Context: an optimization exercise on an open-source flow, tuned for small area, a short achievable clock period and few clock cycles per item. The choices shown serve that exercise and are no tape-out recipe.
RTL that was checked went through simulation tests only; none was proved equivalent to the original.
No activity file was given, so power comes from the tool's default toggle rates.

== the previous run ==
==> flow/design.v <==
module signed_int32_divider (
    input  logic        i_clk,
    input  logic        i_rst_n,
    input  logic        i_req_valid,
    output logic        o_req_ready,
    input  logic [31:0] i_req_numerator,
    input  logic [31:0] i_req_denominator,
    output logic        o_rsp_valid,
    input  logic        i_rsp_ready,
    output logic [31:0] o_rsp_quotient,
    output logic [1:0]  o_rsp_status
);
    localparam logic [1:0] ST_OK   = 2'd0;
    localparam logic [1:0] ST_OVF  = 2'd1;
    localparam logic [1:0] ST_DIV0 = 2'd2;
    logic        r_idle;    
    logic        r_setup;   
    logic        r_iter;    
    logic        r_done;    
    logic [31:0] r_rem;     
    logic [31:0] r_den;     
    logic        r_cin;     
    logic [31:0] r_quot;    
    logic        r_zero;    
    logic [4:0]  r_cnt;     
    logic        r_neg;     
    logic [1:0]  r_status;
    logic [4:0]  r_cn;      
    logic        r_pn;      
    logic [4:0]  r_cd;      
    function automatic logic [5:0] clz32(input logic [31:0] x);
        logic [15:0] z1;
        logic [15:0] c1;
        logic [7:0]  z2;
        logic [15:0] c2;
        logic [3:0]  z3;
        logic [11:0] c3;
        logic [1:0]  z4;
        logic [7:0]  c4;
        for (int i = 0; i < 16; i++) begin
            z1[i] = ~(x[2*i+1] | x[2*i]);
            c1[i] = ~x[2*i+1];
        end
        for (int i = 0; i < 8; i++) begin
            z2[i]        = z1[2*i+1] & z1[2*i];
            c2[2*i +: 2] = z1[2*i+1] ? {1'b1, c1[2*i]} : {1'b0, c1[2*i+1]};
        end
        for (int i = 0; i < 4; i++) begin
            z3[i]        = z2[2*i+1] & z2[2*i];
            c3[3*i +: 3] = z2[2*i+1] ? {1'b1, c2[4*i +: 2]} : {1'b0, c2[4*i+2 +: 2]};
        end
        for (int i = 0; i < 2; i++) begin
            z4[i]        = z3[2*i+1] & z3[2*i];
            c4[4*i +: 4] = z3[2*i+1] ? {1'b1, c3[6*i +: 3]} : {1'b0, c3[6*i+3 +: 3]};
        end
        if (z4[1]) clz32 = z4[0] ? 6'd32 : {2'b01, c4[3:0]};
        else       clz32 = {2'b00, c4[7:4]};
    endfunction
    function automatic logic gt4(input logic [3:0] x, input logic [3:0] z);
        logic [3:0] g;
        logic [3:0] e;
        g   = x & ~z;
        e   = ~(x ^ z);
        gt4 = (g[3] | (e[3] & g[2])) | ((e[3] & e[2]) & (g[1] | (e[1] & g[0])));
    endfunction
    function automatic logic negpow2(input logic [31:0] x);
        negpow2 = x[31] & ~|(~x[31:1] & x[30:0]);
    endfunction
    logic        take;
    logic        nneg;
    logic        dneg;
    logic [31:0] n_abs;
    logic [31:0] d_sub;     
    logic        s_div0;
    logic        s_ovf;
    logic [5:0]  cn;
    logic [5:0]  cd;
    logic        pn;
    logic        k_neg;
    assign take   = r_idle & i_req_valid;
    assign nneg   = i_req_numerator[31];
    assign dneg   = i_req_denominator[31];
    assign n_abs  = nneg ? (~i_req_numerator + 32'd1) : i_req_numerator;
    assign d_sub  = i_req_denominator ^ {32{~dneg}};
    assign s_div0 = (i_req_denominator == 32'd0);
    assign s_ovf  = (i_req_numerator == 32'h8000_0000) & (i_req_denominator == 32'hFFFF_FFFF);
    assign cn     = clz32(i_req_numerator ^ {32{nneg}});
    assign cd     = clz32(~d_sub);
    assign pn     = negpow2(i_req_numerator);
    assign k_neg  = gt4(cn[5:2], cd[5:2]) & ~pn;
    logic [4:0]  k;
    logic [31:0] d_al;
    logic [32:0] sum;
    logic        ge;
    logic        last;
    assign k = r_cd - r_cn + {4'd0, r_pn};
    always_comb begin
        d_al = r_den;
        for (int s = 0; s < 5; s++) begin
            if (k[s]) d_al = (d_al << (1 << s)) | ({32{r_cin}} >> (32 - (1 << s)));
        end
    end
    always_comb begin
        logic [32:0] g;
        logic [32:0] p;
        logic [32:0] gg;
        logic [32:0] pp;
        g[0] = r_cin;
        p[0] = 1'b0;
        for (int i = 0; i < 32; i++) begin
            g[i+1] = r_rem[i] & r_den[i];
            p[i+1] = r_rem[i] ^ r_den[i];
        end
        gg = g;
        pp = p;
        for (int s = 0; s < 6; s++) begin
            for (int i = 0; i < 33; i++) begin
                if ((i >> s) & 1) begin
                    gg[i] = gg[i] | (pp[i] & gg[((i >> s) << s) - 1]);
                    pp[i] = pp[i] & pp[((i >> s) << s) - 1];
                end
            end
        end
        for (int i = 0; i < 32; i++) sum[i] = p[i+1] ^ gg[i];
        sum[32] = gg[32];
    end
    assign ge    = sum[32];
    assign last = (r_cnt == 5'd0);
    always_ff @(posedge i_clk) begin
        if (!i_rst_n) begin
            r_idle  <= 1'b1;
            r_setup <= 1'b0;
            r_iter  <= 1'b0;
            r_done  <= 1'b0;
        end else begin
            if (take) begin
                r_idle <= 1'b0;
                if (s_div0 | k_neg) r_done  <= 1'b1;
                else                r_setup <= 1'b1;
            end
            if (r_setup) begin
                r_setup <= 1'b0;
                if (ge & ~r_status[0]) r_iter <= 1'b1;
                else                   r_done <= 1'b1;
            end
            if (r_iter & last) begin
                r_iter <= 1'b0;
                r_done <= 1'b1;
            end
            if (r_done & i_rsp_ready) begin
                r_done <= 1'b0;
                r_idle <= 1'b1;
            end
        end
    end
    always_ff @(posedge i_clk) begin
        if (r_idle) begin
            r_cin    <= ~dneg;
            r_neg    <= nneg ^ dneg;
            r_status <= s_div0 ? ST_DIV0 : (s_ovf ? ST_OVF : ST_OK);
        end
    end
    always_ff @(posedge i_clk) begin
        if (r_idle) begin
            r_rem <= n_abs;
        end else if ((r_iter | (r_setup & r_neg)) & ge) begin
            r_rem <= sum[31:0];
        end
    end
    always_ff @(posedge i_clk) begin
        if (r_setup) begin
            r_quot <= {r_neg, {31{r_neg | r_status[0]}}};
        end else if (r_iter) begin
            r_quot <= {r_quot[30:0], ge ^ r_neg};
        end
    end
    always_ff @(posedge i_clk) begin
        if (r_idle)       r_zero <= s_div0 | k_neg;
        else if (r_setup) r_zero <= ~ge;
    end
    always_ff @(posedge i_clk) begin
        if (r_idle)       r_den <= d_sub;
        else if (r_setup) r_den <= d_al;
        else              r_den <= {1'b1, r_den[31:1]};
        if (r_setup) r_cnt <= k;
        else         r_cnt <= r_cnt - 5'd1;
        r_cn <= cn[4:0];
        r_pn <= pn;
        r_cd <= cd[4:0];
    end
    assign o_req_ready    = r_idle;
    assign o_rsp_valid    = r_done;
    assign o_rsp_quotient = r_quot & {32{~r_zero}};
    assign o_rsp_status   = r_status;
endmodule
clock: 4.4 ns
lec_check: 0
cap_margin: 20
core_margin: 2
core_utilization: 40
setup_slack_margin: 1.3
slew_margin: 20
run.sh (not shown) runs the stock make flow with config.mk's settings and CLKGATE_MAP_FILE= SYNTH_SCRIPT=/design/flow/synth_recipe.tcl, a recipe that flattens the netlist after the stock synthesis.
Here is what was changed in the inputs of the current run compared with the previous run.
--- a/flow/design.v
+++ b/flow/design.v
@@ -97,36 +97,15 @@
     always_comb begin
         d_al = r_den;
         for (int s = 0; s < 5; s++) begin
             if (k[s]) d_al = (d_al << (1 << s)) | ({32{r_cin}} >> (32 - (1 << s)));
         end
     end
-    always_comb begin
-        logic [32:0] g;
-        logic [32:0] p;
-        logic [32:0] gg;
-        logic [32:0] pp;
-        g[0] = r_cin;
-        p[0] = 1'b0;
-        for (int i = 0; i < 32; i++) begin
-            g[i+1] = r_rem[i] & r_den[i];
-            p[i+1] = r_rem[i] ^ r_den[i];
-        end
-        gg = g;
-        pp = p;
-        for (int s = 0; s < 6; s++) begin
-            for (int i = 0; i < 33; i++) begin
-                if ((i >> s) & 1) begin
-                    gg[i] = gg[i] | (pp[i] & gg[((i >> s) << s) - 1]);
-                    pp[i] = pp[i] & pp[((i >> s) << s) - 1];
-                end
-            end
-        end
-        for (int i = 0; i < 32; i++) sum[i] = p[i+1] ^ gg[i];
-        sum[32] = gg[32];
-    end
+    logic [33:0] sum_x;
+    assign sum_x = {1'b0, r_rem, 1'b1} + {1'b0, r_den, r_cin};
+    assign sum   = sum_x[33:1];
     assign ge    = sum[32];
     assign last = (r_cnt == 5'd0);
     always_ff @(posedge i_clk) begin
         if (!i_rst_n) begin
             r_idle  <= 1'b1;
             r_setup <= 1'b0;
--- outcome ---
- The current run: done, clean on timing, DRC and antenna
- The final reports for the current run and the previous run show via total after detailed routing higher in the former.
- Summary of the current run over the previous run: starting density of the core decreased by 0.33 points relative to the old numbers, net switching power figure lost about 5%, footprint of the multi-input gates went up.
- Share of power burned in the clock network on the current run is down relative to the previous run.
- Relative to the previous run, achievable clock frequency has gone up in the current run.
- Against the previous run, the current run reports a combinational fraction of design power that is higher.
- For the previous run, the launching instance or port of the critical path was r_cd[0], unlike the current run, where it was i_req_numerator[28].
- Comparing the current run and the previous run, global routing usage on met2 is lower on the current run.
- Final wirelength delta for the current run relative to the previous run: about 4.6% lower
- Diff the previous run -> the current run: pin count of the biggest net entering global routing +13, wire length on met1 moved up, non-clock buffer count fell 12%.
- On post-route worst hold slack, the current run and the previous run are neck and neck.
Testbench counts of the current run, summed over its fixed seeds: cycles 20,036, items 2,400.
For the previous run, only the layout was checked, not whether the RTL still works.

---

signed_int32_divider, a different RTL version from the one above (not shown whole).
Size: about 1400 cells after synthesis, roughly 110 flip-flops, about 100 I/O pins, ~11000 µm² of cells after synthesis.
==> module signed_int32_divider, before the edit <==
module signed_int32_divider (
    input  logic        i_clk,
    input  logic        i_rst_n,
    input  logic        i_req_valid,
    output logic        o_req_ready,
    input  logic [31:0] i_req_numerator,
    input  logic [31:0] i_req_denominator,
    output logic        o_rsp_valid,
    input  logic        i_rsp_ready,
    output logic [31:0] o_rsp_quotient,
    output logic [1:0]  o_rsp_status
);
    localparam logic [1:0] ST_OK   = 2'd0;
    localparam logic [1:0] ST_OVF  = 2'd1;
    localparam logic [1:0] ST_DIV0 = 2'd2;
    logic        r_idle;    
    logic        r_setup;   
    logic        r_iter;    
    logic        r_done;    
    logic [31:0] r_rem;     
    logic [31:0] r_den;     
    logic        r_cin;     
    logic [31:0] r_quot;    
    logic        r_zero;    
    logic [4:0]  r_cnt;     
    logic        r_neg;     
    logic [1:0]  r_status;
    logic        r_pn;      
    function automatic logic [5:0] clz32(input logic [31:0] x);
        logic [15:0] z1;
        logic [15:0] c1;
        logic [7:0]  z2;
        logic [15:0] c2;
        logic [3:0]  z3;
        logic [11:0] c3;
        logic [1:0]  z4;
        logic [7:0]  c4;
        for (int i = 0; i < 16; i++) begin
            z1[i] = ~(x[2*i+1] | x[2*i]);
            c1[i] = ~x[2*i+1];
        end
        for (int i = 0; i < 8; i++) begin
            z2[i]        = z1[2*i+1] & z1[2*i];
            c2[2*i +: 2] = z1[2*i+1] ? {1'b1, c1[2*i]} : {1'b0, c1[2*i+1]};
        end
        for (int i = 0; i < 4; i++) begin
            z3[i]        = z2[2*i+1] & z2[2*i];
            c3[3*i +: 3] = z2[2*i+1] ? {1'b1, c2[4*i +: 2]} : {1'b0, c2[4*i+2 +: 2]};
        end
        for (int i = 0; i < 2; i++) begin
            z4[i]        = z3[2*i+1] & z3[2*i];
            c4[4*i +: 4] = z3[2*i+1] ? {1'b1, c3[6*i +: 3]} : {1'b0, c3[6*i+3 +: 3]};
        end
        if (z4[1]) clz32 = z4[0] ? 6'd32 : {2'b01, c4[3:0]};
        else       clz32 = {2'b00, c4[7:4]};
    endfunction
    function automatic logic negpow2(input logic [31:0] x);
        negpow2 = x[31] & ~|(~x[31:1] & x[30:0]);
    endfunction
    logic        take;
    logic        nneg;
    logic        dneg;
    logic [31:0] n_abs;
    logic [31:0] d_sub;     
    logic        s_div0;
    logic        s_ovf;
    logic [6:0]  kk;
    logic        k_neg;
    assign take   = r_idle & i_req_valid;
    assign nneg   = i_req_numerator[31];
    assign dneg   = i_req_denominator[31];
    assign n_abs  = nneg ? (~i_req_numerator + 32'd1) : i_req_numerator;
    assign d_sub  = i_req_denominator ^ {32{~dneg}};
    assign s_div0 = (i_req_denominator == 32'd0);
    assign s_ovf  = (i_req_numerator == 32'h8000_0000) & (i_req_denominator == 32'hFFFF_FFFF);
    assign kk    = {1'b0, clz32(~d_sub)} - {1'b0, clz32(i_req_numerator ^ {32{nneg}})};
    assign k_neg = kk[6] & ~negpow2(i_req_numerator);
    logic [4:0]  k;
    logic [31:0] d_al;
    logic [32:0] sum;
    logic        ge;
    logic        last;
    assign k = r_cnt + {4'd0, r_pn};
    always_comb begin
        d_al = r_den;
        for (int s = 0; s < 5; s++) begin
            if (k[s]) d_al = (d_al << (1 << s)) | ({32{r_cin}} >> (32 - (1 << s)));
        end
    end
    logic [33:0] sum_x;
    assign sum_x = {1'b0, r_rem, 1'b1} + {1'b0, r_den, r_cin};
    assign sum   = sum_x[33:1];
    assign ge    = sum[32];
    assign last  = (r_cnt == 5'd0);
    always_ff @(posedge i_clk) begin
        if (!i_rst_n) begin
            r_idle  <= 1'b1;
            r_setup <= 1'b0;
            r_iter  <= 1'b0;
            r_done  <= 1'b0;
        end else begin
            if (take) begin
                r_idle <= 1'b0;
                if (s_div0 | s_ovf | k_neg) r_done  <= 1'b1;
                else                        r_setup <= 1'b1;
            end
            if (r_setup) begin
                r_setup <= 1'b0;
                if (ge) r_iter <= 1'b1;
                else    r_done <= 1'b1;
            end
            if (r_iter & last) begin
                r_iter <= 1'b0;
                r_done <= 1'b1;
            end
            if (r_done & i_rsp_ready) begin
                r_done <= 1'b0;
                r_idle <= 1'b1;
            end
        end
    end
    always_ff @(posedge i_clk) begin
        if (r_idle) begin
            r_cin    <= ~dneg;
            r_neg    <= nneg ^ dneg;
            r_pn     <= negpow2(i_req_numerator);
            r_status <= s_div0 ? ST_DIV0 : (s_ovf ? ST_OVF : ST_OK);
        end
    end
    always_ff @(posedge i_clk) begin
        if (r_idle) begin
            r_rem <= n_abs;
        end else if ((r_iter | (r_setup & r_neg)) & ge) begin
            r_rem <= sum[31:0];
        end
    end
    always_ff @(posedge i_clk) begin
        if (r_idle) begin
            r_quot <= {nneg ^ dneg, {31{(nneg ^ dneg) | s_ovf}}};
        end else if (r_iter) begin
            r_quot <= {r_quot[30:0], ge ^ r_neg};
        end
    end
    always_ff @(posedge i_clk) begin
        if (r_idle)       r_zero <= s_div0 | k_neg;
        else if (r_setup) r_zero <= ~ge;
    end
    always_ff @(posedge i_clk) begin
        if (r_idle)       r_den <= d_sub;
        else if (r_setup) r_den <= d_al;
        else              r_den <= {1'b1, r_den[31:1]};
        if (r_idle)       r_cnt <= kk[4:0];
        else if (r_setup) r_cnt <= k;
        else              r_cnt <= r_cnt - 5'd1;
    end
    assign o_req_ready    = r_idle;
    assign o_rsp_valid    = r_done;
    assign o_rsp_quotient = r_quot & {32{~r_zero}};
    assign o_rsp_status   = r_status;
endmodule
Settings: LEC_CHECK=0, CAP_MARGIN=20, CORE_MARGIN=2, CORE_UTILIZATION=40, SLEW_MARGIN=20; clock period 4.4 ns.
The starting point finished with timing, DRC and antenna clean.
Testbench counts at the start, summed over its fixed seeds: cycles 19,964, items 2,400.
Edit:
--- a/flow/design.v
+++ b/flow/design.v
@@ -21,12 +21,12 @@
     logic [31:0] r_den;     
     logic        r_cin;     
     logic [31:0] r_quot;    
-    logic        r_zero;    
     logic [4:0]  r_cnt;     
     logic        r_neg;     
     logic [1:0]  r_status;
-    logic        r_pn;      
-    function automatic logic [5:0] clz32(input logic [31:0] x);
+    logic [4:0]  r_cn;      
+    logic [4:0]  r_cd;      
+    function automatic logic [4:0] clz32(input logic [31:0] x);
         logic [15:0] z1;
         logic [15:0] c1;
         logic [7:0]  z2;
@@ -51,8 +51,8 @@
             z4[i]        = z3[2*i+1] & z3[2*i];
             c4[4*i +: 4] = z3[2*i+1] ? {1'b1, c3[6*i +: 3]} : {1'b0, c3[6*i+3 +: 3]};
         end
-        if (z4[1]) clz32 = z4[0] ? 6'd32 : {2'b01, c4[3:0]};
-        else       clz32 = {2'b00, c4[7:4]};
+        if (z4[1]) clz32 = z4[0] ? 5'd0 : {1'b1, c4[3:0]};
+        else       clz32 = {1'b0, c4[7:4]};
     endfunction
     function automatic logic negpow2(input logic [31:0] x);
         negpow2 = x[31] & ~|(~x[31:1] & x[30:0]);
@@ -64,8 +64,6 @@
     logic [31:0] d_sub;     
     logic        s_div0;
     logic        s_ovf;
-    logic [6:0]  kk;
-    logic        k_neg;
     assign take   = r_idle & i_req_valid;
     assign nneg   = i_req_numerator[31];
     assign dneg   = i_req_denominator[31];
@@ -73,14 +71,12 @@
     assign d_sub  = i_req_denominator ^ {32{~dneg}};
     assign s_div0 = (i_req_denominator == 32'd0);
     assign s_ovf  = (i_req_numerator == 32'h8000_0000) & (i_req_denominator == 32'hFFFF_FFFF);
-    assign kk    = {1'b0, clz32(~d_sub)} - {1'b0, clz32(i_req_numerator ^ {32{nneg}})};
-    assign k_neg = kk[6] & ~negpow2(i_req_numerator);
     logic [4:0]  k;
     logic [31:0] d_al;
     logic [32:0] sum;
     logic        ge;
     logic        last;
-    assign k = r_cnt + {4'd0, r_pn};
+    assign k = r_cd - r_cn;
     always_comb begin
         d_al = r_den;
         for (int s = 0; s < 5; s++) begin
@@ -91,7 +87,7 @@
     assign sum_x = {1'b0, r_rem, 1'b1} + {1'b0, r_den, r_cin};
     assign sum   = sum_x[33:1];
     assign ge    = sum[32];
-    assign last  = (r_cnt == 5'd0);
+    assign last = (r_cnt == 5'd0);
     always_ff @(posedge i_clk) begin
         if (!i_rst_n) begin
             r_idle  <= 1'b1;
@@ -101,8 +97,8 @@
         end else begin
             if (take) begin
                 r_idle <= 1'b0;
-                if (s_div0 | s_ovf | k_neg) r_done  <= 1'b1;
-                else                        r_setup <= 1'b1;
+                if (s_div0 | s_ovf) r_done  <= 1'b1;
+                else                r_setup <= 1'b1;
             end
             if (r_setup) begin
                 r_setup <= 1'b0;
@@ -123,7 +119,6 @@
         if (r_idle) begin
             r_cin    <= ~dneg;
             r_neg    <= nneg ^ dneg;
-            r_pn     <= negpow2(i_req_numerator);
             r_status <= s_div0 ? ST_DIV0 : (s_ovf ? ST_OVF : ST_OK);
         end
     end
@@ -136,25 +131,24 @@
     end
     always_ff @(posedge i_clk) begin
         if (r_idle) begin
-            r_quot <= {nneg ^ dneg, {31{(nneg ^ dneg) | s_ovf}}};
+            r_quot <= s_ovf ? 32'h7FFF_FFFF : 32'd0;
+        end else if (r_setup) begin
+            r_quot <= {32{r_neg & ge}};
         end else if (r_iter) begin
             r_quot <= {r_quot[30:0], ge ^ r_neg};
         end
     end
     always_ff @(posedge i_clk) begin
-        if (r_idle)       r_zero <= s_div0 | k_neg;
-        else if (r_setup) r_zero <= ~ge;
-    end
-    always_ff @(posedge i_clk) begin
         if (r_idle)       r_den <= d_sub;
         else if (r_setup) r_den <= d_al;
         else              r_den <= {1'b1, r_den[31:1]};
-        if (r_idle)       r_cnt <= kk[4:0];
-        else if (r_setup) r_cnt <= k;
-        else              r_cnt <= r_cnt - 5'd1;
+        if (r_setup) r_cnt <= k;
+        else         r_cnt <= r_cnt - 5'd1;
+        r_cn <= clz32(i_req_numerator ^ {32{nneg}}) - {4'd0, negpow2(i_req_numerator)};
+        r_cd <= clz32(~d_sub) - {4'd0, negpow2(i_req_denominator)};
     end
     assign o_req_ready    = r_idle;
     assign o_rsp_valid    = r_done;
-    assign o_rsp_quotient = r_quot & {32{~r_zero}};
+    assign o_rsp_quotient = r_quot;
     assign o_rsp_status   = r_status;
 endmodule
=>
- worst hold slack degrades by 0.10 ns
- total power is higher by a little under a tenth
- non-clock buffer count came out lower by 75
- synthesized area grows by a few percent
- critical path depth came out lower by 4
- cell area stays flat
- routed wire length falls slightly
- cell count falls by a few percent
- clock-buffer cell count climbs by 8
Testbench counts after the change, summed over its fixed seeds: cycles 20,871, items 2,400.

==> static timing again, ports no longer ideal <==
How much do the figures lean on ideal ports? The routed layouts below were timed once more, with nothing changed but the port constraints. Step 1 sets driving cells, clkbuf_16 on the clock port and buf_2 on the other inputs (assumed; they add their load-dependent delay and slew). Step 2 times the ports against the registers' clock, not the clock port: input delays grow and output delays shrink by t, the midpoint of the rising clock arrivals with the driver on. Slacks: ideal ports / drivers / drivers and shift; pairs: ideal ports / drivers.
run | t, ns | setup slack, ns | hold WS [ns] | latest minus earliest clock arrival (ns) | slew at the worst register clock pin (ns)
the previous run | 0.476 | 1.080 / 1.080 / 0.857 | 0.559 / 0.559 / 0.559 | 0.014 / 0.013 | 0.07 / 0.07
the current run | 0.475 | 1.146 / 1.155 / 0.680 | 0.562 / 0.562 / 0.562 | 0.019 / 0.020 | 0.06 / 0.06
the first run of note 2 | 0.415 | 0.283 / 0.307 / -0.108 | 0.579 / 0.579 / 0.579 | 0.010 / 0.010 | 0.09 / 0.09
the second run of note 2 | 0.468 | 0.604 / 0.604 / 0.324 | 0.474 / 0.474 / 0.474 | 0.014 / 0.014 | 0.07 / 0.07
With both steps, setup timing fails in the first run of note 2, where it was met with ideal ports. The setup slack of the current run, which loses most, moves by +0.009 ns with the drivers and by -0.466 ns with both steps.
